This is an optimization exercise on Yosys and OpenROAD, whose aim is small area, not a production implementation. The RTL was checked by simulation tests, not by an equivalence proof against the original design. Power figures rest on the tool's default switching activity, not on a simulated workload.

## config.mk

```make
export PLATFORM = sky130hd
export DESIGN_NAME = game_over_screen
export DESIGN_NICKNAME = game_over_screen
export VERILOG_FILES = /design/flow/design.v
export SDC_FILE = /design/flow/constraint.sdc
export NUM_CORES = 4
export LEC_CHECK = 0
export CAP_MARGIN = 20
export CORE_MARGIN = 2
export CORE_UTILIZATION = 40
export CTS_BUF_LIST = sky130_fd_sc_hd__clkbuf_1
export GPL_TIMING_DRIVEN = 0
export SLEW_MARGIN = 20
```

## constraint.sdc

```tcl
create_clock -name core_clock -period 25.0 [get_ports {clk}]
set_input_delay 5.0000 -clock core_clock [delete_from_list [all_inputs] [get_ports {clk}]]
set_output_delay 5.0000 -clock core_clock [all_outputs]
set_load 0.01 [all_outputs]
```

## design.v

```verilog
`timescale 1ns/100ps
module pixel_color_stage(video_on, pixel_x, pixel_y, lit, white);
  input video_on;
  wire video_on;
  input [10:0] pixel_x;
  wire [10:0] pixel_x;
  input [10:0] pixel_y;
  wire [10:0] pixel_y;
  output lit;
  wire lit;
  output white;
  wire white;
  wire _0000_;
  wire _0001_;
  wire _0002_;
  wire _0003_;
  wire _0004_;
  wire _0005_;
  wire _0006_;
  wire _0007_;
  wire _0008_;
  wire _0009_;
  wire _0010_;
  wire _0011_;
  wire _0012_;
  wire _0013_;
  wire _0014_;
  wire _0015_;
  wire _0016_;
  wire _0017_;
  wire _0018_;
  wire _0019_;
  wire _0020_;
  wire _0021_;
  wire _0022_;
  wire _0023_;
  wire _0024_;
  wire _0025_;
  wire _0026_;
  wire _0027_;
  wire _0028_;
  wire _0029_;
  wire _0030_;
  wire _0031_;
  wire _0032_;
  wire _0033_;
  wire _0034_;
  wire _0035_;
  wire _0036_;
  wire _0037_;
  wire _0038_;
  wire _0039_;
  wire _0040_;
  wire _0041_;
  wire _0042_;
  wire _0043_;
  wire _0044_;
  wire _0045_;
  wire _0046_;
  wire _0047_;
  wire _0048_;
  wire _0049_;
  wire _0050_;
  wire _0051_;
  wire _0052_;
  wire _0053_;
  wire _0054_;
  wire _0055_;
  wire _0056_;
  wire _0057_;
  wire _0058_;
  wire _0059_;
  wire _0060_;
  wire _0061_;
  wire _0062_;
  wire _0063_;
  wire _0064_;
  wire _0065_;
  wire _0066_;
  wire _0067_;
  wire _0068_;
  wire _0069_;
  wire _0070_;
  wire _0071_;
  wire _0072_;
  wire _0073_;
  wire _0074_;
  wire _0075_;
  wire _0076_;
  wire _0077_;
  wire _0078_;
  wire _0079_;
  wire _0080_;
  wire _0081_;
  wire _0082_;
  wire _0083_;
  wire _0084_;
  wire _0085_;
  wire _0086_;
  wire _0087_;
  wire _0088_;
  wire _0089_;
  wire _0090_;
  wire _0091_;
  wire _0092_;
  wire _0093_;
  wire _0094_;
  wire _0095_;
  wire _0096_;
  wire _0097_;
  wire _0098_;
  wire _0099_;
  wire _0100_;
  wire _0101_;
  wire _0102_;
  wire _0103_;
  wire _0104_;
  wire _0105_;
  wire _0106_;
  wire _0107_;
  wire _0108_;
  wire _0109_;
  wire _0110_;
  wire _0111_;
  wire _0112_;
  wire _0113_;
  wire _0114_;
  wire _0115_;
  wire _0116_;
  wire _0117_;
  wire _0118_;
  wire _0119_;
  wire _0120_;
  wire _0121_;
  wire _0122_;
  wire _0123_;
  wire _0124_;
  wire _0125_;
  wire _0126_;
  wire _0127_;
  wire _0128_;
  wire _0129_;
  wire _0130_;
  wire _0131_;
  wire _0132_;
  wire _0133_;
  wire _0134_;
  wire _0135_;
  wire _0136_;
  wire _0137_;
  wire _0138_;
  wire _0139_;
  wire _0140_;
  wire _0141_;
  wire _0142_;
  wire _0143_;
  wire _0144_;
  wire _0145_;
  wire _0146_;
  wire _0147_;
  wire _0148_;
  wire _0149_;
  wire _0150_;
  wire _0151_;
  wire _0152_;
  wire _0153_;
  wire _0154_;
  wire _0155_;
  wire _0156_;
  wire _0157_;
  wire _0158_;
  wire _0159_;
  wire _0160_;
  wire _0161_;
  wire _0162_;
  wire _0163_;
  wire _0164_;
  wire _0165_;
  wire _0166_;
  wire _0167_;
  wire _0168_;
  wire _0169_;
  wire _0170_;
  wire _0171_;
  wire _0172_;
  wire _0173_;
  wire _0174_;
  wire _0175_;
  wire _0176_;
  wire _0177_;
  wire _0178_;
  wire _0179_;
  wire _0180_;
  wire _0181_;
  wire _0182_;
  wire _0183_;
  wire _0184_;
  wire _0185_;
  wire _0186_;
  wire _0187_;
  wire _0188_;
  wire _0189_;
  wire _0190_;
  wire _0191_;
  wire _0192_;
  wire _0193_;
  wire _0194_;
  wire _0195_;
  wire _0196_;
  wire _0197_;
  wire _0198_;
  wire _0199_;
  wire _0200_;
  wire _0201_;
  wire _0202_;
  wire _0203_;
  wire _0204_;
  wire _0205_;
  wire _0206_;
  wire _0207_;
  wire _0208_;
  wire _0209_;
  wire _0210_;
  wire _0211_;
  wire _0212_;
  wire _0213_;
  wire _0214_;
  wire _0215_;
  wire _0216_;
  wire _0217_;
  wire _0218_;
  wire _0219_;
  wire _0220_;
  wire _0221_;
  wire _0222_;
  wire _0223_;
  wire _0224_;
  wire _0225_;
  wire _0226_;
  wire _0227_;
  wire _0228_;
  wire _0229_;
  wire _0230_;
  wire _0231_;
  wire _0232_;
  wire _0233_;
  wire _0234_;
  wire _0235_;
  wire _0236_;
  wire _0237_;
  wire _0238_;
  wire _0239_;
  wire _0240_;
  wire _0241_;
  wire _0242_;
  wire _0243_;
  wire _0244_;
  wire _0245_;
  wire _0246_;
  wire _0247_;
  wire _0248_;
  wire _0249_;
  wire _0250_;
  wire _0251_;
  wire _0252_;
  wire _0253_;
  wire _0254_;
  wire _0255_;
  wire _0256_;
  wire _0257_;
  wire _0258_;
  wire _0259_;
  wire _0260_;
  wire _0261_;
  wire _0262_;
  wire _0263_;
  wire _0264_;
  wire _0265_;
  wire _0266_;
  wire _0267_;
  wire _0268_;
  wire _0269_;
  wire _0270_;
  wire _0271_;
  wire _0272_;
  wire _0273_;
  wire _0274_;
  wire _0275_;
  wire _0276_;
  wire _0277_;
  wire _0278_;
  wire _0279_;
  wire _0280_;
  wire _0281_;
  wire _0282_;
  wire _0283_;
  wire _0284_;
  wire _0285_;
  wire _0286_;
  wire _0287_;
  wire _0288_;
  wire _0289_;
  wire _0290_;
  wire _0291_;
  wire _0292_;
  wire _0293_;
  wire _0294_;
  wire _0295_;
  wire _0296_;
  wire _0297_;
  wire _0298_;
  wire _0299_;
  wire _0300_;
  wire _0301_;
  wire _0302_;
  wire _0303_;
  wire _0304_;
  wire _0305_;
  wire _0306_;
  wire _0307_;
  wire _0308_;
  wire _0309_;
  wire _0310_;
  wire _0311_;
  wire _0312_;
  wire _0313_;
  wire _0314_;
  wire _0315_;
  wire _0316_;
  wire _0317_;
  wire _0318_;
  wire _0319_;
  wire _0320_;
  wire _0321_;
  wire _0322_;
  wire _0323_;
  wire _0324_;
  wire _0325_;
  wire _0326_;
  wire _0327_;
  wire _0328_;
  wire _0329_;
  wire _0330_;
  wire _0331_;
  wire _0332_;
  wire _0333_;
  wire _0334_;
  wire _0335_;
  wire _0336_;
  wire _0337_;
  wire _0338_;
  wire _0339_;
  wire _0340_;
  wire _0341_;
  wire _0342_;
  wire _0343_;
  wire _0344_;
  wire _0345_;
  wire _0346_;
  wire _0347_;
  wire _0348_;
  wire _0349_;
  wire _0350_;
  wire _0351_;
  wire _0352_;
  wire _0353_;
  wire _0354_;
  wire _0355_;
  wire _0356_;
  wire _0357_;
  wire _0358_;
  wire _0359_;
  wire _0360_;
  wire _0361_;
  wire _0362_;
  wire _0363_;
  wire _0364_;
  wire _0365_;
  wire _0366_;
  wire _0367_;
  wire _0368_;
  wire _0369_;
  wire _0370_;
  wire _0371_;
  wire _0372_;
  wire _0373_;
  wire _0374_;
  wire _0375_;
  wire _0376_;
  wire _0377_;
  wire _0378_;
  wire _0379_;
  wire _0380_;
  wire _0381_;
  wire _0382_;
  wire _0383_;
  wire _0384_;
  wire _0385_;
  wire _0386_;
  wire _0387_;
  wire _0388_;
  wire _0389_;
  wire _0390_;
  wire _0391_;
  wire _0392_;
  wire _0393_;
  wire _0394_;
  wire _0395_;
  wire _0396_;
  wire _0397_;
  wire _0398_;
  wire _0399_;
  wire _0400_;
  wire _0401_;
  wire _0402_;
  wire _0403_;
  wire _0404_;
  wire _0405_;
  wire _0406_;
  wire _0407_;
  wire _0408_;
  wire _0409_;
  wire _0410_;
  wire _0411_;
  wire _0412_;
  wire _0413_;
  wire _0414_;
  wire _0415_;
  wire _0416_;
  wire _0417_;
  wire _0418_;
  wire _0419_;
  wire _0420_;
  wire _0421_;
  wire _0422_;
  wire _0423_;
  wire _0424_;
  wire _0425_;
  wire _0426_;
  wire _0427_;
  wire _0428_;
  wire _0429_;
  wire _0430_;
  wire _0431_;
  wire _0432_;
  wire _0433_;
  wire _0434_;
  wire _0435_;
  wire _0436_;
  wire _0437_;
  wire _0438_;
  wire _0439_;
  wire _0440_;
  wire _0441_;
  wire _0442_;
  wire _0443_;
  wire _0444_;
  wire _0445_;
  wire _0446_;
  wire _0447_;
  wire _0448_;
  wire _0449_;
  wire _0450_;
  wire _0451_;
  wire _0452_;
  wire _0453_;
  wire _0454_;
  wire _0455_;
  wire _0456_;
  wire _0457_;
  wire _0458_;
  wire _0459_;
  wire _0460_;
  wire _0461_;
  wire _0462_;
  wire _0463_;
  wire _0464_;
  wire _0465_;
  wire _0466_;
  wire _0467_;
  wire _0468_;
  wire _0469_;
  wire _0470_;
  wire _0471_;
  wire _0472_;
  wire _0473_;
  wire _0474_;
  wire _0475_;
  wire _0476_;
  wire _0477_;
  wire _0478_;
  wire _0479_;
  wire _0480_;
  wire _0481_;
  wire _0482_;
  wire _0483_;
  wire _0484_;
  wire _0485_;
  wire _0486_;
  wire _0487_;
  wire _0488_;
  wire _0489_;
  wire _0490_;
  wire _0491_;
  wire _0492_;
  wire _0493_;
  wire _0494_;
  wire _0495_;
  wire _0496_;
  wire _0497_;
  wire _0498_;
  wire _0499_;
  wire _0500_;
  wire _0501_;
  wire _0502_;
  wire _0503_;
  wire _0504_;
  wire _0505_;
  wire _0506_;
  wire _0507_;
  wire _0508_;
  wire _0509_;
  wire _0510_;
  wire _0511_;
  wire _0512_;
  wire _0513_;
  wire _0514_;
  wire _0515_;
  wire _0516_;
  wire _0517_;
  wire _0518_;
  wire _0519_;
  wire _0520_;
  wire _0521_;
  wire _0522_;
  wire _0523_;
  wire _0524_;
  wire _0525_;
  wire _0526_;
  wire _0527_;
  wire _0528_;
  wire _0529_;
  wire _0530_;
  wire _0531_;
  wire _0532_;
  wire _0533_;
  wire _0534_;
  wire _0535_;
  wire _0536_;
  wire _0537_;
  wire _0538_;
  wire _0539_;
  wire _0540_;
  wire _0541_;
  wire _0542_;
  wire _0543_;
  wire _0544_;
  wire _0545_;
  wire _0546_;
  wire _0547_;
  wire _0548_;
  wire _0549_;
  wire _0550_;
  wire _0551_;
  wire _0552_;
  wire _0553_;
  wire _0554_;
  wire _0555_;
  wire _0556_;
  wire _0557_;
  wire _0558_;
  wire _0559_;
  wire _0560_;
  wire _0561_;
  wire _0562_;
  wire _0563_;
  wire _0564_;
  wire _0565_;
  wire _0566_;
  wire _0567_;
  wire _0568_;
  wire _0569_;
  wire _0570_;
  wire _0571_;
  wire _0572_;
  wire _0573_;
  wire _0574_;
  wire _0575_;
  wire _0576_;
  wire _0577_;
  wire _0578_;
  wire _0579_;
  wire _0580_;
  wire _0581_;
  wire _0582_;
  wire _0583_;
  wire _0584_;
  wire _0585_;
  wire _0586_;
  wire _0587_;
  wire _0588_;
  wire _0589_;
  wire _0590_;
  wire _0591_;
  wire _0592_;
  wire _0593_;
  wire _0594_;
  wire _0595_;
  wire _0596_;
  wire _0597_;
  wire _0598_;
  wire _0599_;
  wire _0600_;
  wire _0601_;
  wire _0602_;
  wire _0603_;
  wire _0604_;
  wire _0605_;
  wire _0606_;
  wire _0607_;
  wire _0608_;
  wire _0609_;
  wire _0610_;
  wire _0611_;
  wire _0612_;
  wire _0613_;
  wire _0614_;
  wire _0615_;
  wire _0616_;
  wire _0617_;
  wire _0618_;
  wire _0619_;
  wire _0620_;
  wire _0621_;
  wire _0622_;
  wire _0623_;
  wire _0624_;
  wire _0625_;
  wire _0626_;
  wire _0627_;
  wire _0628_;
  wire _0629_;
  wire _0630_;
  wire _0631_;
  wire _0632_;
  wire _0633_;
  wire _0634_;
  wire _0635_;
  wire _0636_;
  wire _0637_;
  wire _0638_;
  wire _0639_;
  wire _0640_;
  wire _0641_;
  wire _0642_;
  wire _0643_;
  wire _0644_;
  wire _0645_;
  wire _0646_;
  wire _0647_;
  wire _0648_;
  wire _0649_;
  wire _0650_;
  wire _0651_;
  wire _0652_;
  wire _0653_;
  wire _0654_;
  wire _0655_;
  wire _0656_;
  wire _0657_;
  wire _0658_;
  wire _0659_;
  wire _0660_;
  wire _0661_;
  wire _0662_;
  wire _0663_;
  wire _0664_;
  wire _0665_;
  wire _0666_;
  wire _0667_;
  wire _0668_;
  wire _0669_;
  wire _0670_;
  wire _0671_;
  wire _0672_;
  wire _0673_;
  wire _0674_;
  wire _0675_;
  wire _0676_;
  wire _0677_;
  wire _0678_;
  wire _0679_;
  wire _0680_;
  wire _0681_;
  wire _0682_;
  wire _0683_;
  wire _0684_;
  wire _0685_;
  wire _0686_;
  wire _0687_;
  wire _0688_;
  wire _0689_;
  wire _0690_;
  wire _0691_;
  wire _0692_;
  wire _0693_;
  wire _0694_;
  wire _0695_;
  wire _0696_;
  wire _0697_;
  wire _0698_;
  wire _0699_;
  wire _0700_;
  wire _0701_;
  wire _0702_;
  wire _0703_;
  wire _0704_;
  assign _0160_ = ~pixel_y[4];
  assign _0170_ = _0160_ & pixel_y[6];
  assign _0181_ = ~pixel_y[2];
  assign _0192_ = pixel_y[0] & pixel_y[1];
  assign _0203_ = ~_0192_;
  assign _0214_ = _0203_ & _0181_;
  assign _0225_ = ~_0214_;
  assign _0236_ = ~pixel_y[5];
  assign _0247_ = ~pixel_y[3];
  assign _0258_ = pixel_y[1] & pixel_y[2];
  assign _0269_ = ~_0258_;
  assign _0280_ = _0269_ & _0247_;
  assign _0291_ = ~_0280_;
  assign _0302_ = _0291_ & pixel_y[4];
  assign _0313_ = _0302_ & _0236_;
  assign _0324_ = ~_0313_;
  assign _0335_ = _0181_ & _0236_;
  assign _0346_ = ~_0335_;
  assign _0357_ = _0247_ & _0160_;
  assign _0368_ = ~pixel_y[1];
  assign _0379_ = ~pixel_y[0];
  assign _0390_ = _0379_ & _0368_;
  assign _0401_ = _0390_ & _0357_;
  assign _0412_ = _0401_ & _0181_;
  assign _0423_ = ~_0412_;
  assign _0434_ = pixel_y[0] & _0236_;
  assign _0445_ = _0434_ & pixel_y[4];
  assign _0456_ = ~_0445_;
  assign _0467_ = _0456_ & _0423_;
  assign _0478_ = ~_0467_;
  assign _0489_ = _0478_ & _0346_;
  assign _0500_ = ~_0489_;
  assign _0511_ = _0500_ & _0324_;
  assign _0522_ = _0511_ & pixel_y[4];
  assign _0533_ = ~_0522_;
  assign _0544_ = _0357_ & _0236_;
  assign _0555_ = ~_0544_;
  assign _0566_ = _0555_ & _0533_;
  assign _0577_ = ~_0566_;
  assign _0588_ = _0577_ & _0225_;
  assign _0599_ = ~_0588_;
  assign _0610_ = pixel_y[3] & pixel_y[4];
  assign _0621_ = ~_0610_;
  assign _0632_ = _0621_ & _0599_;
  assign _0643_ = ~_0632_;
  assign _0654_ = pixel_x[4] & pixel_x[3];
  assign _0665_ = ~_0654_;
  assign _0676_ = ~pixel_x[3];
  assign _0679_ = ~pixel_x[4];
  assign _0680_ = _0679_ & _0676_;
  assign _0681_ = ~_0680_;
  assign _0682_ = _0681_ & _0665_;
  assign _0683_ = ~_0682_;
  assign _0684_ = pixel_x[1] & pixel_x[2];
  assign _0685_ = _0684_ & pixel_x[4];
  assign _0686_ = ~_0685_;
  assign _0687_ = ~pixel_x[2];
  assign _0688_ = ~pixel_x[1];
  assign _0689_ = _0688_ & _0687_;
  assign _0690_ = _0689_ & _0679_;
  assign _0691_ = ~_0690_;
  assign _0692_ = _0691_ & _0686_;
  assign _0693_ = ~pixel_x[6];
  assign _0694_ = _0676_ & _0693_;
  assign _0695_ = ~_0694_;
  assign _0696_ = pixel_x[3] & pixel_x[6];
  assign _0697_ = ~_0696_;
  assign _0698_ = _0697_ & _0695_;
  assign _0699_ = ~_0698_;
  assign _0700_ = _0699_ & _0692_;
  assign _0701_ = ~_0700_;
  assign _0702_ = _0701_ & _0683_;
  assign _0703_ = pixel_x[1] & pixel_x[0];
  assign _0704_ = ~_0703_;
  assign _0000_ = _0704_ & _0687_;
  assign _0001_ = ~_0000_;
  assign _0002_ = _0001_ & pixel_x[5];
  assign _0003_ = ~_0002_;
  assign _0004_ = ~pixel_x[5];
  assign _0005_ = ~pixel_x[0];
  assign _0006_ = _0688_ & _0005_;
  assign _0007_ = ~_0006_;
  assign _0008_ = _0007_ & pixel_x[2];
  assign _0009_ = ~_0008_;
  assign _0010_ = _0009_ & _0004_;
  assign _0011_ = ~_0010_;
  assign _0012_ = _0011_ & _0003_;
  assign _0013_ = ~_0012_;
  assign _0014_ = _0013_ & _0702_;
  assign _0015_ = _0014_ & _0643_;
  assign _0016_ = ~_0015_;
  assign _0017_ = _0016_ & _0170_;
  assign _0018_ = ~_0017_;
  assign _0019_ = pixel_x[4] & pixel_x[5];
  assign _0020_ = ~_0019_;
  assign _0021_ = _0679_ & _0004_;
  assign _0022_ = ~_0021_;
  assign _0023_ = _0022_ & _0020_;
  assign _0024_ = _0023_ & _0702_;
  assign _0025_ = ~_0024_;
  assign _0026_ = _0258_ & pixel_y[0];
  assign _0027_ = ~_0026_;
  assign _0028_ = _0247_ & pixel_y[6];
  assign _0029_ = _0028_ & _0027_;
  assign _0030_ = ~_0029_;
  assign _0031_ = _0030_ & _0025_;
  assign _0032_ = ~_0031_;
  assign _0033_ = pixel_y[2] & pixel_y[3];
  assign _0034_ = ~_0033_;
  assign _0035_ = ~pixel_y[6];
  assign _0036_ = pixel_y[4] & _0035_;
  assign _0037_ = ~_0036_;
  assign _0038_ = _0037_ & _0034_;
  assign _0039_ = _0687_ & _0676_;
  assign _0040_ = ~_0039_;
  assign _0041_ = _0040_ & pixel_x[4];
  assign _0042_ = ~_0041_;
  assign _0043_ = pixel_x[2] & pixel_x[3];
  assign _0044_ = ~_0043_;
  assign _0045_ = _0044_ & pixel_x[5];
  assign _0046_ = ~_0045_;
  assign _0047_ = _0046_ & _0042_;
  assign _0048_ = ~_0047_;
  assign _0049_ = _0048_ & _0020_;
  assign _0050_ = ~_0390_;
  assign _0051_ = _0050_ & pixel_y[2];
  assign _0052_ = ~_0051_;
  assign _0053_ = ~_0028_;
  assign _0054_ = pixel_y[3] & _0035_;
  assign _0055_ = ~_0054_;
  assign _0056_ = _0055_ & _0053_;
  assign _0057_ = _0056_ & _0052_;
  assign _0058_ = ~_0057_;
  assign _0059_ = _0026_ & pixel_y[4];
  assign _0060_ = ~_0059_;
  assign _0061_ = _0060_ & _0058_;
  assign _0062_ = _0061_ & _0049_;
  assign _0063_ = ~_0062_;
  assign _0064_ = ~_0014_;
  assign _0065_ = _0006_ & _0687_;
  assign _0066_ = ~_0065_;
  assign _0067_ = _0703_ & pixel_x[2];
  assign _0068_ = ~_0067_;
  assign _0069_ = _0068_ & _0066_;
  assign _0070_ = _0069_ & _0700_;
  assign _0071_ = ~_0070_;
  assign _0072_ = _0071_ & _0064_;
  assign _0073_ = _0072_ & _0063_;
  assign _0074_ = ~_0073_;
  assign _0075_ = _0074_ & _0038_;
  assign _0076_ = ~_0075_;
  assign _0077_ = _0076_ & _0032_;
  assign _0078_ = ~_0077_;
  assign _0079_ = ~_0072_;
  assign _0080_ = ~_0038_;
  assign _0081_ = _0080_ & _0683_;
  assign _0082_ = ~_0081_;
  assign _0083_ = _0062_ & _0032_;
  assign _0084_ = ~_0083_;
  assign _0085_ = _0084_ & _0082_;
  assign _0086_ = ~_0085_;
  assign _0087_ = _0086_ & _0079_;
  assign _0088_ = ~_0087_;
  assign _0089_ = pixel_y[4] & pixel_y[6];
  assign _0090_ = _0089_ & _0033_;
  assign _0091_ = ~_0090_;
  assign _0092_ = pixel_y[6] & pixel_y[5];
  assign _0093_ = ~_0092_;
  assign _0094_ = _0035_ & _0236_;
  assign _0095_ = ~_0094_;
  assign _0096_ = _0095_ & _0093_;
  assign _0097_ = _0096_ & _0091_;
  assign _0098_ = ~_0097_;
  assign _0099_ = _0098_ & pixel_y[4];
  assign _0100_ = ~_0099_;
  assign _0101_ = _0368_ & _0181_;
  assign _0102_ = ~_0101_;
  assign _0103_ = pixel_y[3] & _0160_;
  assign _0104_ = _0103_ & _0102_;
  assign _0105_ = _0104_ & _0027_;
  assign _0106_ = ~_0105_;
  assign _0107_ = _0610_ & _0258_;
  assign _0108_ = ~_0107_;
  assign _0109_ = _0101_ & _0028_;
  assign _0110_ = ~_0109_;
  assign _0111_ = _0110_ & _0108_;
  assign _0112_ = _0111_ & _0106_;
  assign _0113_ = _0112_ & _0100_;
  assign _0114_ = _0113_ & _0088_;
  assign _0115_ = _0114_ & _0078_;
  assign _0116_ = _0115_ & _0018_;
  assign _0117_ = ~_0116_;
  assign _0118_ = ~_0702_;
  assign _0119_ = _0225_ & pixel_y[3];
  assign _0120_ = ~_0119_;
  assign _0121_ = _0291_ & _0170_;
  assign _0122_ = _0121_ & _0120_;
  assign _0123_ = ~_0122_;
  assign _0124_ = ~_0170_;
  assign _0125_ = _0119_ & _0124_;
  assign _0126_ = ~_0125_;
  assign _0127_ = _0126_ & _0423_;
  assign _0128_ = _0127_ & _0123_;
  assign _0129_ = ~_0128_;
  assign _0130_ = _0129_ & _0118_;
  assign _0131_ = ~_0130_;
  assign _0132_ = _0131_ & _0049_;
  assign _0133_ = ~_0132_;
  assign _0134_ = _0357_ & _0269_;
  assign _0135_ = ~_0134_;
  assign _0136_ = _0135_ & _0324_;
  assign _0137_ = ~_0136_;
  assign _0138_ = ~_0049_;
  assign _0139_ = _0129_ & _0138_;
  assign _0140_ = ~_0139_;
  assign _0141_ = _0140_ & _0137_;
  assign _0142_ = _0141_ & _0133_;
  assign _0143_ = ~_0142_;
  assign _0144_ = _0143_ & _0098_;
  assign _0145_ = ~_0144_;
  assign _0146_ = ~pixel_y[10];
  assign _0147_ = ~pixel_y[9];
  assign _0148_ = _0147_ & _0146_;
  assign _0149_ = ~pixel_x[10];
  assign _0150_ = video_on & _0149_;
  assign _0151_ = _0150_ & _0148_;
  assign _0152_ = ~pixel_x[7];
  assign _0153_ = _0152_ & pixel_x[8];
  assign _0154_ = ~pixel_x[9];
  assign _0155_ = ~pixel_y[8];
  assign _0156_ = pixel_y[7] & _0155_;
  assign _0157_ = _0156_ & _0154_;
  assign _0158_ = _0157_ & _0153_;
  assign _0159_ = _0158_ & _0151_;
  assign _0161_ = _0665_ & _0004_;
  assign _0162_ = _0161_ & _0693_;
  assign _0163_ = ~_0162_;
  assign _0164_ = _0681_ & pixel_x[5];
  assign _0165_ = _0164_ & pixel_x[6];
  assign _0166_ = ~_0165_;
  assign _0167_ = _0166_ & _0163_;
  assign _0168_ = _0167_ & _0159_;
  assign _0169_ = _0168_ & _0145_;
  assign white = _0169_ & _0117_;
  assign _0171_ = _0021_ & _0688_;
  assign _0172_ = ~_0171_;
  assign _0173_ = _0002_ & _0654_;
  assign _0174_ = ~_0173_;
  assign _0175_ = _0043_ & _0007_;
  assign _0176_ = ~_0175_;
  assign _0177_ = _0176_ & _0021_;
  assign _0178_ = ~_0177_;
  assign _0179_ = _0178_ & _0174_;
  assign _0180_ = _0179_ & _0172_;
  assign _0182_ = _0522_ & _0247_;
  assign _0183_ = ~_0182_;
  assign _0184_ = _0214_ & _0035_;
  assign _0185_ = _0184_ & _0137_;
  assign _0186_ = ~_0185_;
  assign _0187_ = _0186_ & _0128_;
  assign _0188_ = _0187_ & _0183_;
  assign _0189_ = _0188_ & pixel_x[2];
  assign _0190_ = ~_0189_;
  assign _0191_ = ~_0188_;
  assign _0193_ = _0191_ & _0687_;
  assign _0194_ = ~_0193_;
  assign _0195_ = _0194_ & _0190_;
  assign _0196_ = ~_0195_;
  assign _0197_ = _0187_ & _0643_;
  assign _0198_ = ~_0197_;
  assign _0199_ = ~_0187_;
  assign _0200_ = _0199_ & _0632_;
  assign _0201_ = ~_0200_;
  assign _0202_ = _0379_ & pixel_y[6];
  assign _0204_ = ~_0202_;
  assign _0205_ = _0204_ & _0055_;
  assign _0206_ = _0124_ & _0368_;
  assign _0207_ = _0206_ & _0205_;
  assign _0208_ = ~_0207_;
  assign _0209_ = ~_0401_;
  assign _0210_ = ~_0205_;
  assign _0211_ = _0210_ & pixel_y[1];
  assign _0212_ = ~_0211_;
  assign _0213_ = _0212_ & _0209_;
  assign _0215_ = _0213_ & _0208_;
  assign _0216_ = _0053_ & pixel_y[0];
  assign _0217_ = ~_0216_;
  assign _0218_ = _0217_ & _0204_;
  assign _0219_ = ~_0218_;
  assign _0220_ = _0219_ & _0181_;
  assign _0221_ = ~_0220_;
  assign _0222_ = _0221_ & _0346_;
  assign _0223_ = _0222_ & _0215_;
  assign _0224_ = ~_0223_;
  assign _0226_ = ~_0215_;
  assign _0227_ = _0220_ & _0226_;
  assign _0228_ = ~_0227_;
  assign _0229_ = _0228_ & _0224_;
  assign _0230_ = ~_0229_;
  assign _0231_ = _0230_ & _0368_;
  assign _0232_ = ~_0231_;
  assign _0233_ = _0346_ & pixel_y[3];
  assign _0234_ = _0233_ & _0232_;
  assign _0235_ = ~_0234_;
  assign _0237_ = _0235_ & _0201_;
  assign _0238_ = _0237_ & _0198_;
  assign _0239_ = ~_0238_;
  assign _0240_ = _0239_ & _0688_;
  assign _0241_ = ~_0240_;
  assign _0242_ = _0241_ & _0196_;
  assign _0243_ = ~_0242_;
  assign _0244_ = _0230_ & _0005_;
  assign _0245_ = _0244_ & _0243_;
  assign _0246_ = ~_0245_;
  assign _0248_ = _0238_ & pixel_x[1];
  assign _0249_ = ~_0248_;
  assign _0250_ = _0249_ & _0195_;
  assign _0251_ = ~_0250_;
  assign _0252_ = _0119_ & _0037_;
  assign _0253_ = ~_0252_;
  assign _0254_ = ~_0121_;
  assign _0255_ = _0036_ & _0247_;
  assign _0256_ = ~_0255_;
  assign _0257_ = _0256_ & _0254_;
  assign _0259_ = _0257_ & _0253_;
  assign _0260_ = _0259_ & _0676_;
  assign _0261_ = ~_0260_;
  assign _0262_ = ~_0259_;
  assign _0263_ = _0262_ & pixel_x[3];
  assign _0264_ = ~_0263_;
  assign _0265_ = _0264_ & _0261_;
  assign _0266_ = _0191_ & pixel_x[2];
  assign _0267_ = _0266_ & _0265_;
  assign _0268_ = ~_0267_;
  assign _0270_ = ~_0265_;
  assign _0271_ = ~_0266_;
  assign _0272_ = _0271_ & _0270_;
  assign _0273_ = ~_0272_;
  assign _0274_ = _0273_ & _0268_;
  assign _0275_ = ~_0274_;
  assign _0276_ = _0044_ & pixel_y[4];
  assign _0277_ = ~_0276_;
  assign _0278_ = _0277_ & pixel_x[4];
  assign _0279_ = ~_0278_;
  assign _0281_ = _0276_ & _0679_;
  assign _0282_ = ~_0281_;
  assign _0283_ = _0282_ & _0279_;
  assign _0284_ = ~_0283_;
  assign _0285_ = _0284_ & _0020_;
  assign _0286_ = _0285_ & _0275_;
  assign _0287_ = _0286_ & _0251_;
  assign _0288_ = _0287_ & _0246_;
  assign _0289_ = ~_0288_;
  assign _0290_ = _0229_ & pixel_x[0];
  assign _0292_ = _0290_ & _0251_;
  assign _0293_ = ~_0292_;
  assign _0294_ = _0687_ & _0160_;
  assign _0295_ = ~_0294_;
  assign _0296_ = _0044_ & pixel_y[5];
  assign _0297_ = _0296_ & _0295_;
  assign _0298_ = ~_0297_;
  assign _0299_ = _0298_ & _0035_;
  assign _0300_ = ~_0299_;
  assign _0301_ = _0654_ & pixel_x[2];
  assign _0303_ = ~_0301_;
  assign _0304_ = _0303_ & pixel_x[5];
  assign _0305_ = ~_0304_;
  assign _0306_ = _0305_ & _0300_;
  assign _0307_ = ~_0306_;
  assign _0308_ = _0039_ & _0679_;
  assign _0309_ = ~_0308_;
  assign _0310_ = _0309_ & _0665_;
  assign _0311_ = ~_0310_;
  assign _0312_ = _0311_ & _0089_;
  assign _0314_ = ~_0312_;
  assign _0315_ = _0314_ & _0307_;
  assign _0316_ = ~_0315_;
  assign _0317_ = _0316_ & pixel_y[4];
  assign _0318_ = ~_0317_;
  assign _0319_ = _0103_ & _0682_;
  assign _0320_ = ~_0319_;
  assign _0321_ = _0357_ & _0679_;
  assign _0322_ = ~_0321_;
  assign _0323_ = _0322_ & _0320_;
  assign _0325_ = _0323_ & _0318_;
  assign _0326_ = _0325_ & _0274_;
  assign _0327_ = _0326_ & _0243_;
  assign _0328_ = _0327_ & _0293_;
  assign _0329_ = ~_0328_;
  assign _0330_ = _0329_ & pixel_y[6];
  assign _0331_ = _0330_ & _0289_;
  assign _0332_ = ~_0331_;
  assign _0333_ = _0065_ & _0679_;
  assign _0334_ = ~_0333_;
  assign _0336_ = _0334_ & _0164_;
  assign _0337_ = ~_0336_;
  assign _0338_ = ~_0302_;
  assign _0339_ = _0423_ & _0338_;
  assign _0340_ = _0339_ & _0035_;
  assign _0341_ = _0340_ & _0337_;
  assign _0342_ = ~_0341_;
  assign _0343_ = _0342_ & _0332_;
  assign _0344_ = ~_0343_;
  assign _0345_ = _0344_ & _0180_;
  assign _0347_ = ~_0345_;
  assign _0348_ = _0039_ & _0688_;
  assign _0349_ = ~_0348_;
  assign _0350_ = _0349_ & _0019_;
  assign _0351_ = ~_0350_;
  assign _0352_ = ~pixel_x[8];
  assign _0353_ = _0006_ & _0676_;
  assign _0354_ = _0353_ & _0021_;
  assign _0355_ = ~_0354_;
  assign _0356_ = _0355_ & _0352_;
  assign _0358_ = _0356_ & _0351_;
  assign _0359_ = _0152_ & _0693_;
  assign _0360_ = _0359_ & _0358_;
  assign _0361_ = _0360_ & _0347_;
  assign _0362_ = ~_0361_;
  assign _0363_ = _0362_ & pixel_x[9];
  assign _0364_ = ~_0363_;
  assign _0365_ = ~white;
  assign _0366_ = _0676_ & _0004_;
  assign _0367_ = pixel_x[2] & pixel_y[4];
  assign _0369_ = ~_0367_;
  assign _0370_ = _0023_ & _0687_;
  assign _0371_ = ~_0370_;
  assign _0372_ = _0371_ & _0369_;
  assign _0373_ = _0676_ & pixel_y[5];
  assign _0374_ = ~_0373_;
  assign _0375_ = pixel_x[3] & _0236_;
  assign _0376_ = ~_0375_;
  assign _0377_ = _0376_ & _0374_;
  assign _0378_ = _0377_ & _0372_;
  assign _0380_ = ~_0378_;
  assign _0381_ = ~_0372_;
  assign _0382_ = ~_0377_;
  assign _0383_ = _0382_ & _0381_;
  assign _0384_ = ~_0383_;
  assign _0385_ = _0384_ & _0380_;
  assign _0386_ = ~_0385_;
  assign _0387_ = _0369_ & _0295_;
  assign _0388_ = _0387_ & pixel_y[3];
  assign _0389_ = _0138_ & pixel_x[1];
  assign _0391_ = ~_0389_;
  assign _0392_ = _0023_ & _0688_;
  assign _0393_ = ~_0392_;
  assign _0394_ = _0393_ & _0391_;
  assign _0395_ = ~_0394_;
  assign _0396_ = _0395_ & _0388_;
  assign _0397_ = ~_0396_;
  assign _0398_ = ~_0387_;
  assign _0399_ = _0398_ & _0247_;
  assign _0400_ = _0399_ & _0394_;
  assign _0402_ = ~_0400_;
  assign _0403_ = _0402_ & _0397_;
  assign _0404_ = ~_0403_;
  assign _0405_ = _0103_ & _0434_;
  assign _0406_ = ~_0405_;
  assign _0407_ = ~_0434_;
  assign _0408_ = ~_0103_;
  assign _0409_ = _0408_ & _0407_;
  assign _0410_ = ~_0409_;
  assign _0411_ = _0410_ & pixel_y[1];
  assign _0413_ = _0411_ & _0406_;
  assign _0414_ = ~_0413_;
  assign _0415_ = _0388_ & _0026_;
  assign _0416_ = ~_0415_;
  assign _0417_ = _0399_ & _0181_;
  assign _0418_ = ~_0417_;
  assign _0419_ = _0418_ & _0416_;
  assign _0420_ = ~_0419_;
  assign _0421_ = _0420_ & _0414_;
  assign _0422_ = ~_0421_;
  assign _0424_ = _0387_ & _0049_;
  assign _0425_ = ~_0424_;
  assign _0426_ = _0398_ & _0138_;
  assign _0427_ = ~_0426_;
  assign _0428_ = _0427_ & _0703_;
  assign _0429_ = _0428_ & _0425_;
  assign _0430_ = ~_0429_;
  assign _0431_ = _0430_ & _0422_;
  assign _0432_ = ~_0431_;
  assign _0433_ = _0432_ & _0404_;
  assign _0435_ = ~_0433_;
  assign _0436_ = _0435_ & _0386_;
  assign _0437_ = ~_0436_;
  assign _0438_ = _0413_ & _0230_;
  assign _0439_ = ~_0438_;
  assign _0440_ = _0214_ & pixel_y[3];
  assign _0441_ = ~_0440_;
  assign _0442_ = _0688_ & pixel_x[0];
  assign _0443_ = ~_0442_;
  assign _0444_ = _0443_ & _0441_;
  assign _0446_ = _0444_ & _0439_;
  assign _0447_ = _0404_ & _0385_;
  assign _0448_ = _0447_ & _0446_;
  assign _0449_ = ~_0448_;
  assign _0450_ = ~_0446_;
  assign _0451_ = _0450_ & _0432_;
  assign _0452_ = ~_0451_;
  assign _0453_ = _0452_ & _0449_;
  assign _0454_ = _0453_ & _0437_;
  assign _0455_ = ~_0454_;
  assign _0457_ = _0455_ & _0315_;
  assign _0458_ = _0457_ & _0366_;
  assign _0459_ = ~_0458_;
  assign _0460_ = ~_0164_;
  assign _0461_ = _0460_ & _0352_;
  assign _0462_ = ~_0461_;
  assign _0463_ = _0462_ & _0459_;
  assign _0464_ = ~_0463_;
  assign _0465_ = _0464_ & pixel_x[7];
  assign _0466_ = ~_0290_;
  assign _0468_ = _0466_ & _0188_;
  assign _0469_ = ~_0468_;
  assign _0470_ = _0229_ & _0005_;
  assign _0471_ = ~_0470_;
  assign _0472_ = _0471_ & pixel_x[1];
  assign _0473_ = ~_0472_;
  assign _0474_ = _0473_ & _0238_;
  assign _0475_ = ~_0474_;
  assign _0476_ = _0229_ & _0006_;
  assign _0477_ = ~_0476_;
  assign _0479_ = _0477_ & _0194_;
  assign _0480_ = _0479_ & _0475_;
  assign _0481_ = ~_0480_;
  assign _0482_ = _0481_ & _0190_;
  assign _0483_ = _0482_ & _0469_;
  assign _0484_ = ~_0483_;
  assign _0485_ = _0484_ & _0262_;
  assign _0486_ = ~_0485_;
  assign _0487_ = _0483_ & _0260_;
  assign _0488_ = ~_0487_;
  assign _0490_ = _0488_ & pixel_x[4];
  assign _0491_ = _0490_ & _0486_;
  assign _0492_ = ~_0491_;
  assign _0493_ = _0290_ & _0241_;
  assign _0494_ = ~_0493_;
  assign _0495_ = _0270_ & _0238_;
  assign _0496_ = ~_0495_;
  assign _0497_ = _0137_ & _0679_;
  assign _0498_ = ~_0497_;
  assign _0499_ = _0498_ & _0000_;
  assign _0501_ = ~_0499_;
  assign _0502_ = _0501_ & _0681_;
  assign _0503_ = _0502_ & _0249_;
  assign _0504_ = _0503_ & _0496_;
  assign _0505_ = _0504_ & _0494_;
  assign _0506_ = ~_0505_;
  assign _0507_ = ~_0244_;
  assign _0508_ = _0229_ & pixel_x[4];
  assign _0509_ = ~_0508_;
  assign _0510_ = _0509_ & _0507_;
  assign _0512_ = ~_0510_;
  assign _0513_ = _0512_ & _0249_;
  assign _0514_ = ~_0513_;
  assign _0515_ = _0274_ & _0241_;
  assign _0516_ = _0515_ & _0514_;
  assign _0517_ = ~_0516_;
  assign _0518_ = _0517_ & _0506_;
  assign _0519_ = _0518_ & _0492_;
  assign _0520_ = ~_0519_;
  assign _0521_ = _0482_ & _0259_;
  assign _0523_ = ~_0521_;
  assign _0524_ = _0523_ & _0654_;
  assign _0525_ = ~_0524_;
  assign _0526_ = _0357_ & _0181_;
  assign _0527_ = ~_0526_;
  assign _0528_ = _0039_ & _0006_;
  assign _0529_ = ~_0528_;
  assign _0530_ = _0529_ & _0019_;
  assign _0531_ = ~_0530_;
  assign _0532_ = _0531_ & _0527_;
  assign _0534_ = ~_0532_;
  assign _0535_ = _0534_ & _0236_;
  assign _0536_ = ~_0535_;
  assign _0537_ = _0119_ & _0522_;
  assign _0538_ = ~_0537_;
  assign _0539_ = _0538_ & _0536_;
  assign _0540_ = _0539_ & _0035_;
  assign _0541_ = _0540_ & _0525_;
  assign _0542_ = _0541_ & _0520_;
  assign _0543_ = ~_0542_;
  assign _0545_ = _0067_ & _0654_;
  assign _0546_ = ~_0545_;
  assign _0547_ = _0546_ & _0004_;
  assign _0548_ = _0547_ & _0309_;
  assign _0549_ = _0548_ & _0543_;
  assign _0550_ = ~_0549_;
  assign _0551_ = _0550_ & _0465_;
  assign _0552_ = ~_0551_;
  assign _0553_ = ~_0539_;
  assign _0554_ = _0460_ & _0003_;
  assign _0556_ = ~_0554_;
  assign _0557_ = _0556_ & _0553_;
  assign _0558_ = ~_0557_;
  assign _0559_ = _0161_ & _0692_;
  assign _0560_ = ~_0559_;
  assign _0561_ = _0560_ & _0511_;
  assign _0562_ = _0561_ & _0558_;
  assign _0563_ = ~_0562_;
  assign _0564_ = _0179_ & _0352_;
  assign _0565_ = pixel_x[1] & pixel_x[5];
  assign _0567_ = _0565_ & _0654_;
  assign _0568_ = ~_0567_;
  assign _0569_ = _0568_ & _0564_;
  assign _0570_ = _0569_ & _0563_;
  assign _0571_ = ~_0570_;
  assign _0572_ = ~_0511_;
  assign _0573_ = _0337_ & _0572_;
  assign _0574_ = ~_0573_;
  assign _0575_ = _0337_ & pixel_x[5];
  assign _0576_ = ~_0575_;
  assign _0578_ = _0576_ & _0511_;
  assign _0579_ = ~_0578_;
  assign _0580_ = _0579_ & pixel_x[8];
  assign _0581_ = _0580_ & _0574_;
  assign _0582_ = ~_0581_;
  assign _0583_ = _0582_ & _0571_;
  assign _0584_ = ~_0583_;
  assign _0585_ = _0584_ & _0152_;
  assign _0586_ = ~_0585_;
  assign _0587_ = ~_0564_;
  assign _0589_ = _0500_ & _0338_;
  assign _0590_ = _0366_ & _0068_;
  assign _0591_ = ~_0590_;
  assign _0592_ = _0591_ & _0022_;
  assign _0593_ = _0592_ & _0589_;
  assign _0594_ = _0593_ & _0587_;
  assign _0595_ = ~_0594_;
  assign _0596_ = ~_0180_;
  assign _0597_ = pixel_x[4] & _0352_;
  assign _0598_ = ~_0597_;
  assign _0600_ = _0598_ & _0596_;
  assign _0601_ = ~_0600_;
  assign _0602_ = ~_0358_;
  assign _0603_ = _0602_ & pixel_x[7];
  assign _0604_ = _0603_ & _0601_;
  assign _0605_ = _0604_ & _0595_;
  assign _0606_ = ~_0605_;
  assign _0607_ = _0606_ & pixel_x[6];
  assign _0608_ = _0607_ & _0586_;
  assign _0609_ = _0608_ & _0552_;
  assign _0611_ = ~_0609_;
  assign _0612_ = ~_0339_;
  assign _0613_ = _0612_ & _0035_;
  assign _0614_ = ~_0613_;
  assign _0615_ = _0614_ & _0465_;
  assign _0616_ = ~_0615_;
  assign _0617_ = _0309_ & _0042_;
  assign _0618_ = _0617_ & _0299_;
  assign _0619_ = ~_0618_;
  assign _0620_ = _0619_ & _0457_;
  assign _0622_ = ~_0620_;
  assign _0623_ = _0622_ & pixel_x[8];
  assign _0624_ = ~_0623_;
  assign _0625_ = _0530_ & pixel_x[7];
  assign _0626_ = _0625_ & _0564_;
  assign _0627_ = ~_0626_;
  assign _0628_ = _0154_ & _0152_;
  assign _0629_ = ~_0628_;
  assign _0630_ = _0596_ & _0039_;
  assign _0631_ = ~_0630_;
  assign _0633_ = _0631_ & _0629_;
  assign _0634_ = _0633_ & _0627_;
  assign _0635_ = _0634_ & _0624_;
  assign _0636_ = _0635_ & _0616_;
  assign _0637_ = ~_0636_;
  assign _0638_ = ~_0589_;
  assign _0639_ = _0638_ & _0153_;
  assign _0640_ = ~_0639_;
  assign _0641_ = _0572_ & pixel_x[8];
  assign _0642_ = _0641_ & _0040_;
  assign _0644_ = ~_0642_;
  assign _0645_ = ~_0179_;
  assign _0646_ = ~_0641_;
  assign _0647_ = _0040_ & pixel_x[7];
  assign _0648_ = ~_0647_;
  assign _0649_ = _0648_ & _0646_;
  assign _0650_ = ~_0649_;
  assign _0651_ = _0650_ & _0645_;
  assign _0652_ = _0651_ & _0644_;
  assign _0653_ = ~_0652_;
  assign _0655_ = _0653_ & _0640_;
  assign _0656_ = ~_0655_;
  assign _0657_ = _0656_ & _0547_;
  assign _0658_ = ~_0657_;
  assign _0659_ = _0658_ & _0693_;
  assign _0660_ = _0659_ & _0637_;
  assign _0661_ = ~_0660_;
  assign _0662_ = _0107_ & pixel_y[6];
  assign _0663_ = ~_0662_;
  assign _0664_ = _0094_ & _0621_;
  assign _0666_ = ~_0664_;
  assign _0667_ = ~pixel_y[7];
  assign _0668_ = _0667_ & pixel_y[8];
  assign _0669_ = _0668_ & _0093_;
  assign _0670_ = _0669_ & _0151_;
  assign _0671_ = _0670_ & _0666_;
  assign _0672_ = _0671_ & _0663_;
  assign _0673_ = _0672_ & _0661_;
  assign _0674_ = _0673_ & _0611_;
  assign _0675_ = ~_0674_;
  assign _0677_ = _0675_ & _0365_;
  assign _0678_ = ~_0677_;
  assign lit = _0678_ & _0364_;
endmodule
`timescale 1ns/100ps
module game_over_screen
(
    input  logic        clk,
    input  logic        arst_n,
    input  logic        video_on,
    input  logic [10:0] pixel_x,
    input  logic [10:0] pixel_y,
    output logic [4:0]  vga_rgb
);
    logic lit_d;             
    logic white_d;           
    logic lit_q;             
    logic white_q;
    logic lit_o;             
    logic white_o;
    pixel_color_stage u_pix (
        .video_on (video_on),
        .pixel_x  (pixel_x),
        .pixel_y  (pixel_y),
        .lit      (lit_d),
        .white    (white_d)
    );
    always_ff @(posedge clk or negedge arst_n) begin
        if (!arst_n) begin
            lit_q   <= 1'b0;
            white_q <= 1'b0;
            lit_o   <= 1'b0;
            white_o <= 1'b0;
        end else begin
            lit_q   <= lit_d;
            white_q <= white_d;
            lit_o   <= lit_q;
            white_o <= white_q;
        end
    end
    assign vga_rgb = {lit_o, lit_o, white_o, white_o, white_o};
endmodule
```

## flow/run.sh

```bash
#!/bin/bash
# Standard ORFS layout (the standard.sh), with these changes to how it is made:
#  - synthesis maps the gate netlist with each ABC script in flow/abc_scripts.txt and
#    keeps the smallest mapping (flow/synth.tcl), and leaves adders as plain
#    gates for ABC instead of half/full adder cells (ADDER_MAP_FILE empty),
#  - the ports are buffered with the smallest buffer (buf_1),
set -euo pipefail
here=$(pwd)
sed "s|@ABC_SCRIPTS@|$here/flow/abc_scripts.txt|" flow/synth.tcl > $here/synth_custom.tcl
bash standard.sh \
    SYNTH_SCRIPT=$here/synth_custom.tcl \
    ADDER_MAP_FILE= \
    SYNTH_INSBUF=0 \
    "BUFFER_PORTS_ARGS=-buffer_cell sky130_fd_sc_hd__buf_1" \
    finish > standard.log 2>&1
```

## flow/abc_scripts.txt

```
# One ABC mapping script per line: "name: command; command; ..."
a1: strash; dch -f; amap; mfs3 -a; topo
a2: strash; amap; mfs3 -a; topo
a3: strash; dch -f; map -a; topo
a4: strash; &get -n; &dch -f; &nf -R 1000; &put; mfs3 -a; topo
a5: strash; dch -f; map -a; amap; mfs3 -a; topo
a6: strash; dch -f; amap -F 40 -A 40 -C 1000; mfs3 -a; topo
a7: strash; dch -f; amap; mfs3 -a; strash; dch -f; amap -F 40 -A 40 -C 1000; mfs3 -a; topo
a8: strash; dc2; dch -f; amap -F 40 -A 40 -C 1000; mfs3 -a; topo
a9: strash; dch -f; amap -F 100 -A 100 -C 2000; mfs3 -a; topo
b1: strash; &get -n; &dch -f; &nf -R 1000; &put; mfs3 -a; strash; dch -f; amap -F 40 -A 40 -C 1000; mfs3 -a; topo
b2: strash; dch -f; amap -F 40 -A 40 -C 1000; mfs3 -a; mfs3 -ae; topo
c1: strash; &get -n; &dc2; &put; dch -f; amap; mfs3 -a; topo
c2: strash; &get -n; &syn2; &put; dch -f; amap; mfs3 -a; topo
c3: strash; balance; rewrite; refactor; balance; rewrite -z; refactor -z; balance; dch -f; amap; mfs3 -a; topo
c4: strash; &get -n; &dch -f; &nf -R 1000; &put; mfs3 -a; topo
c5: strash; fraig; dch -f; amap; mfs3 -a; topo
c6: strash; &get -n; &dc2; &dc2; &put; dch -f; amap -F 40 -A 40 -C 1000; mfs3 -a; topo
c7: strash; resub -K 8; resub -K 10 -N 2; dch -f; amap; mfs3 -a; topo
c8: strash; &get -n; &dch -f; &if -K 6 -a; &mfs; &st; &put; dch -f; amap; mfs3 -a; topo
c9: strash; dch; amap; mfs3 -a; topo
d1: strash; amap -F 40 -A 40 -C 1000; mfs3 -a; topo
d2: strash; dch -f; amap -F 10 -A 10 -C 500; mfs3 -a; topo
d3: strash; dch -f; amap -F 200 -A 200 -C 5000; mfs3 -a; topo
d4: strash; dch -f -p; amap; mfs3 -a; topo
d5: strash; &get -n; &dch -f; &nf -R 1000 -p; &put; mfs3 -a; topo
d6: strash; &get -n; &dch -f -r; &nf -R 1000; &put; mfs3 -a; topo
d7: strash; &get -n; &synch2; &nf -R 1000; &put; mfs3 -a; topo
d8: strash; &get -n; &dch; &nf -R 2000 -a; &put; mfs3 -a; topo
d9: strash; dch -f; amap; mfs3 -a; mfs3 -ae; topo
e1: strash; &get -n; &dc2; &put; strash; &get -n; &dch -f; &nf -R 1000; &put; mfs3 -a; topo
e2: strash; &get -n; &dch -f; &nf -R 1000; &put; mfs3 -a; mfs3 -ae; topo
e3: strash; balance; rewrite; refactor; balance; rewrite -z; refactor -z; balance; &get -n; &dch -f; &nf -R 1000; &put; mfs3 -a; topo
e4: strash; dch -f; amap -F 40 -A 40 -C 1000; mfs3 -a; mfs3 -ae; topo
e5: strash; &get -n; &dch -f; &nf -R 1000 -E 10; &put; mfs3 -a; topo
e6: strash; &get -n; &dch -f; &nf -R 1000 -E 10; &put; mfs3 -ae; topo
e7: strash; &get -n; &dch -f; &nf -R 1000 -E 8; &put; mfs3 -a; topo
e8: strash; &get -n; &dch -f; &nf -R 1000 -E 12; &put; mfs3 -a; topo
e9: strash; &get -n; &dch -f; &nf -R 1000 -E 15; &put; mfs3 -a; topo
f1: strash; &get -n; &dch -f; &nf -R 1000 -E 10; &put; topo
f2: strash; dch -f; amap -F 20 -A 20 -C 500; mfs3 -a; topo
f3: strash; dch -f; amap -F 60 -A 60 -C 2000; mfs3 -a; topo
f4: strash; &get -n; &dc2; &dch -f; &nf -R 1000 -E 10; &put; mfs3 -a; topo
f5: strash; &get -n; &dch -f; &nf -R 500 -E 10; &put; mfs3 -a; topo
f6: strash; &get -n; &dch -f; &nf -R 2000 -E 10; &put; mfs3 -a; topo
```

## flow/synth.tcl

```tcl
# The standard flow's synthesis script (synth_recipe.tcl), with ABC's mapping changed: the
# gate netlist is mapped with each script in flow/abc_scripts.txt (each trial in a yosys
# process of its own, so a script that fails is only skipped), and the
# mapping with the smallest cell area is kept.
proc synth {args} { yosys synth -nofsm -noshare {*}$args }
proc abc {args} {
  set i [lsearch -exact $args -script]
  set dir $::env(OBJECTS_DIR)/abc_trials
  file mkdir $dir
  set scripts {}
  set f [open @ABC_SCRIPTS@ r]
  foreach line [split [read $f] "\n"] {
    set line [string trim $line]
    if { $line eq "" || [string index $line 0] eq "#" } { continue }
    set k [string first ":" $line]
    set name [string trim [string range $line 0 [expr {$k - 1}]]]
    set body [string map {";" "\n"} [string range $line [expr {$k + 1}] end]]
    set g [open $dir/$name.abc w]
    puts $g [string trim $body]
    close $g
    lappend scripts $dir/$name.abc
  }
  close $f
  yosys write_rtlil $dir/pre_abc.il
  set lib_args {}
  foreach lib $::env(LIB_FILES) { lappend lib_args -liberty $lib }
  set best ""
  set best_area 1e12
  set results {}
  foreach s $scripts {
    set name [file rootname [file tail $s]]
    set a2 $args
    lset a2 [expr {$i + 1}] $s
    set cmd "read_rtlil $dir/pre_abc.il; abc $a2; tee -q -o $dir/$name.area stat $lib_args"
    if { [catch { exec yosys -q -l $dir/$name.log -p $cmd } err] } {
      puts "ABC mapping $name failed"
      continue
    }
    set f [open $dir/$name.area r]
    set txt [read $f]
    close $f
    if { ![regexp {Chip area for module[^:]*:\s*([0-9.eE+]+)} $txt -> area] } { continue }
    puts "ABC mapping $name: area $area"
    lappend results [list $s $area]
  }
  # A mapping far smaller than the others has lost logic: never keep one
  # below 70% of the largest result.
  set top 0
  foreach r $results { if { [lindex $r 1] > $top } { set top [lindex $r 1] } }
  foreach r $results {
    lassign $r s area
    if { $area < 0.7 * $top } {
      puts "ABC mapping [file tail $s] ignored (area $area is implausibly small)"
      continue
    }
    if { $area < $best_area } { set best_area $area; set best $s }
  }
  lset args [expr {$i + 1}] $best
  puts "ABC mapping kept: [file tail $best] (area $best_area)"
  yosys abc {*}$args
}
source $::env(SCRIPTS_DIR)/synth.tcl
# left out here: clear keep_hierarchy, flatten, clean up, hide names made inside functions, write 1_2_yosys.v
```

## standard.sh

```bash
#!/bin/bash
# synth_recipe.tcl (not shown) runs the flow's synth.tcl, then flattens the netlist and writes it again
# the make line also repeats each setting of config.mk as NAME=value (left out here)
make -C /OpenROAD-flow-scripts/flow DESIGN_CONFIG=/design/flow/config.mk WORK_HOME=/design/flow/orfs CLKGATE_MAP_FILE= SYNTH_SCRIPT=/design/flow/synth_recipe.tcl "${@:-finish}"
```

==> impl_metrics.csv <==
group,metric,value,unit
cts,root_buffer,"clkbuf_1",
sta,max_freq,108,MHz
synthesis,yosysSeqAreaShare,7.51,%
min_path,min_path_type,"reg2reg",
grt,track_usage,28.3,%
cts,cts_hold_buf,0,
run,drv_cap,0,
layout,final_util,48.6,%
cts,insertion_delay,0.23,ns
layout,drive_above_1_share,0,%
cts,cts_max_level,1,
sta,finalSetupTns,0,ns
drt,wire_per_inst,15.7,µm
drt,via_per_inst,6.38,
power_and_ir_drop,ir_worst_vdd,0.0127,mV
synthesis,synth-simple-area-share,27.1,%
grt,antenna_found_initial,0,
drt,drc,0,
sta,layout_min_cycle_time,9.29,ns
synthesis,synth_top_family_by_area,"compound AO/OA/AOI/OAI gates",
critical_path,end_kind,"flip-flop",
layout,final_common_cell,"nor2_1",
synthesis,synth_compound_area_share,55.5,%
critical_path,cp-startpoint,"pixel_y[6]",
drt,wl_met1,2190,µm
floorplanning,die_w,61.7,µm
cts,cts_tree,"done",
cts,cts_setup_buffers,0,
layout,n_antenna_cell,0,
sta,skew,0.00526,ns
floorplanning,coreArea,3100,µm²
synthesis,ys.flop_type,"dfrtp_1",
critical_path,start_kind,"primary input",
floorplanning,rows,20,
floorplanning,die_y,61.7,µm
sta,rsz0062_at_grt,"false",
run_status,status,"finished clean",
place,routabilityCongestion,0.941,
floorplanning,ios,30,
drt,drt-initial-drc-count,287,
place,dp_hpwl,3930,µm
synthesis,synth_edf_count,0,
floorplanning,dieArea,3810,µm²
critical_path,worstPathArrival,9.42,ns
sta,finalCritPeriodShare,37.2,%
drt,dr.pass1.iters,8,
grt,gr-total-overflow,0,
cts,clk_pin_slew,0.08,ns
power_and_ir_drop,power,43.2,µW
sta,max-slew-margin-rel,54.0,%
synthesis,ys_types,32,
drt,met3_length,522,µm
cts,cts-resized-gates,0,
drt,postRouteAntennaNets,0,
grt,grt_pass1_wl,8100,µm
cts,cts.sinks,4,
synthesis,syn_inst,241,
layout,mostFrequentLayoutCells,"nor2_1 (50), clkinv_1 (35), o21ai_0 (35)",
sta,setup_viol,0,
synthesis,synth.avg_cell_area,5.53,µm²
critical_path,worstPathRequired,25.14,ns
drt,top_layer_used,"met4",
critical_path,reg2reg_from,"white_q$_DFF_PN0_",
synthesis,async_flop_share,100,%
sta,tightest_slew,0.689,ns
critical_path,crit_path_max_fanout,9,
synthesis,yosys_warnings,1,
drt,drt-total-wl,4990,µm
power_and_ir_drop,p_per_area,28.6,nW/µm²
drt,met2_length,2150,µm
place,portBuffers,29,
critical_path,critPathKind,"in2reg",
grt,grt_pass1_vias,1663,
synthesis,syn_nets,266,
layout,syn_to_final_growth,13.1,%
synthesis,synth_area,1330,µm²
layout,nets,300,
sta,slew_viol_final,0,
place,post-place-ws,15.54,ns
sta,finalHoldViolations,0,
floorplanning,start_util,42.9,%
cts,cts.path.max_buffers,2,
synthesis,yosys.area_share.adder,0,%
synthesis,muxShareOfSynthArea,0,%
power_and_ir_drop,p_leak,0.477,nW
layout,fillers,374,
synthesis,synthXorXnorAreaFrac,0,%
synthesis,ys_ff_latch,4,
sta,setup_ws,15.71,ns
min_path,min_from,"lit_q$_DFF_PN0_",
cts,cts_buffers,3,
drt,via_count,2023,
grt,grt_max_degree,18,
-- metal layers --
metal  GRT usage (%)  up-vias
li1                -      982
met5               0        -
met3            4.97       18
met4            5.17        0
met2            42.6      138
met1            42.5      885
-- worst paths after layout --
check,depth (start not counted),to,slack [ns]
max in group asynchronous,1,lit_o$_DFF_PN0_,20.24
min in group asynchronous,1,white_q$_DFF_PN0_,4.58
hold / removal,0,lit_o$_DFF_PN0_,0.36
hold reg to reg,0,lit_o$_DFF_PN0_,0.36
setup / recovery,26,lit_q$_DFF_PN0_,15.71
setup reg to reg,0,white_o$_DFF_PN0_,24.52
-- sequential cells by signal (all words and copies together) (netlist names) --
name / flops
lit_o: 1
white_o: 1
lit_q: 1
white_q: 1
-- metrics by stage --
| stage | hold slack (ns) | cell area [µm²] | instances |
|---|---|---|---|
| 3_5_place_dp | 0.337 | 1500 | 314 |
| 5_1_grt | 0.386 | 1510 | 317 |
| 3_3_place_gp | 0.333 | 1500 | 314 |
| 2_1_floorplan | 0.331 | 1330 | 241 |
| 4_1_cts | 0.374 | 1510 | 317 |
| 6_report | 0.361 | 1510 | 317 |
-- area by class of cell --
type	instances	area, µm²	share of cell area, %
Clock buffer	3	11.3	0.747
Inverter	35	131	8.71
Multi-Input combinational cell	202	1100	73.0
Sequential cell	4	100	6.64
Tap cell	44	55.1	3.65
Timing Repair Buffer	29	109	7.22
-- cells by family after synthesis --
group	count (synthesis)
buffers and inverters	35
and+or+nand+nor	85
DFF	4
AOI/OAI and AO/OA	117
-- report_power, final --
| group | internal (mW) | switching (mW) | total [mW] |
|---|---|---|---|
| logic | 0.0105 | 0.0216 | 0.0322 |
| registers | 0.00649 | 0.00000393 | 0.00650 |
| clock network | 0.00197 | 0.00253 | 0.00449 |
-- worst max-delay path, stage by stage --
cell,delay [ns]
buf_1,0.31
clkinv_1,0.36
nor2_1,0.33
nor3_1,0.09
a211oi_1,0.29
nand2_1,0.10
o22ai_1,0.47
clkinv_1,0.19
o22ai_1,0.14
o21ai_0,0.17
clkinv_1,0.10
o21ai_0,0.08
o221ai_1,0.08
o21ai_0,0.16
nor2_1,0.16
nor2_1,0.05
nor2_1,0.10
a222oi_1,0.10
nor4_1,0.22
o31ai_1,0.10
o21ai_0,0.08
a21oi_1,0.07
a211oi_1,0.23
and3b_1,0.18
nor2_1,0.04
nor3_1,0.23
-- synthesized netlist by cell type, types with 4 or more instances --
cell type  instances  area, µm²
clkinv_1          35        131
nor2_1            50        188
o22ai_1           10       62.6
a22oi_1            4       30.0
a31oi_1            8       50.1
nand3_1            4       20.0
nor3_1             9       45.0
a211oi_1           4       30.0
dfrtp_1            4        100
nand2_1           13       48.8
o21ai_0           35        175
o221ai_1           5       43.8
a21oi_1           26        130

## re-timing with driven ports
How much do the figures lean on ideal ports? The routed layout below was timed once more, with nothing changed but the port constraints.
Step 1, drivers: a clkbuf_16 drives clk and a buf_2 each remaining input, both assumed.
Step 2 moves the port delays by t, midway between the first and last clock arrival at a register: inputs arrive t later, outputs are due t later. That takes back most of the time a late clock gives input paths.
Slacks: ideal ports / drivers / drivers and shift; pairs: ideal ports / drivers.
t, ns: 0.239
setup slack, ns: 15.712 / 15.704 / 15.464
worst setup path at the end: input to register
After both steps setup and hold are still met in this run. For this run, drivers alone change the setup slack by -0.008 ns; drivers and shift together by -0.248 ns.
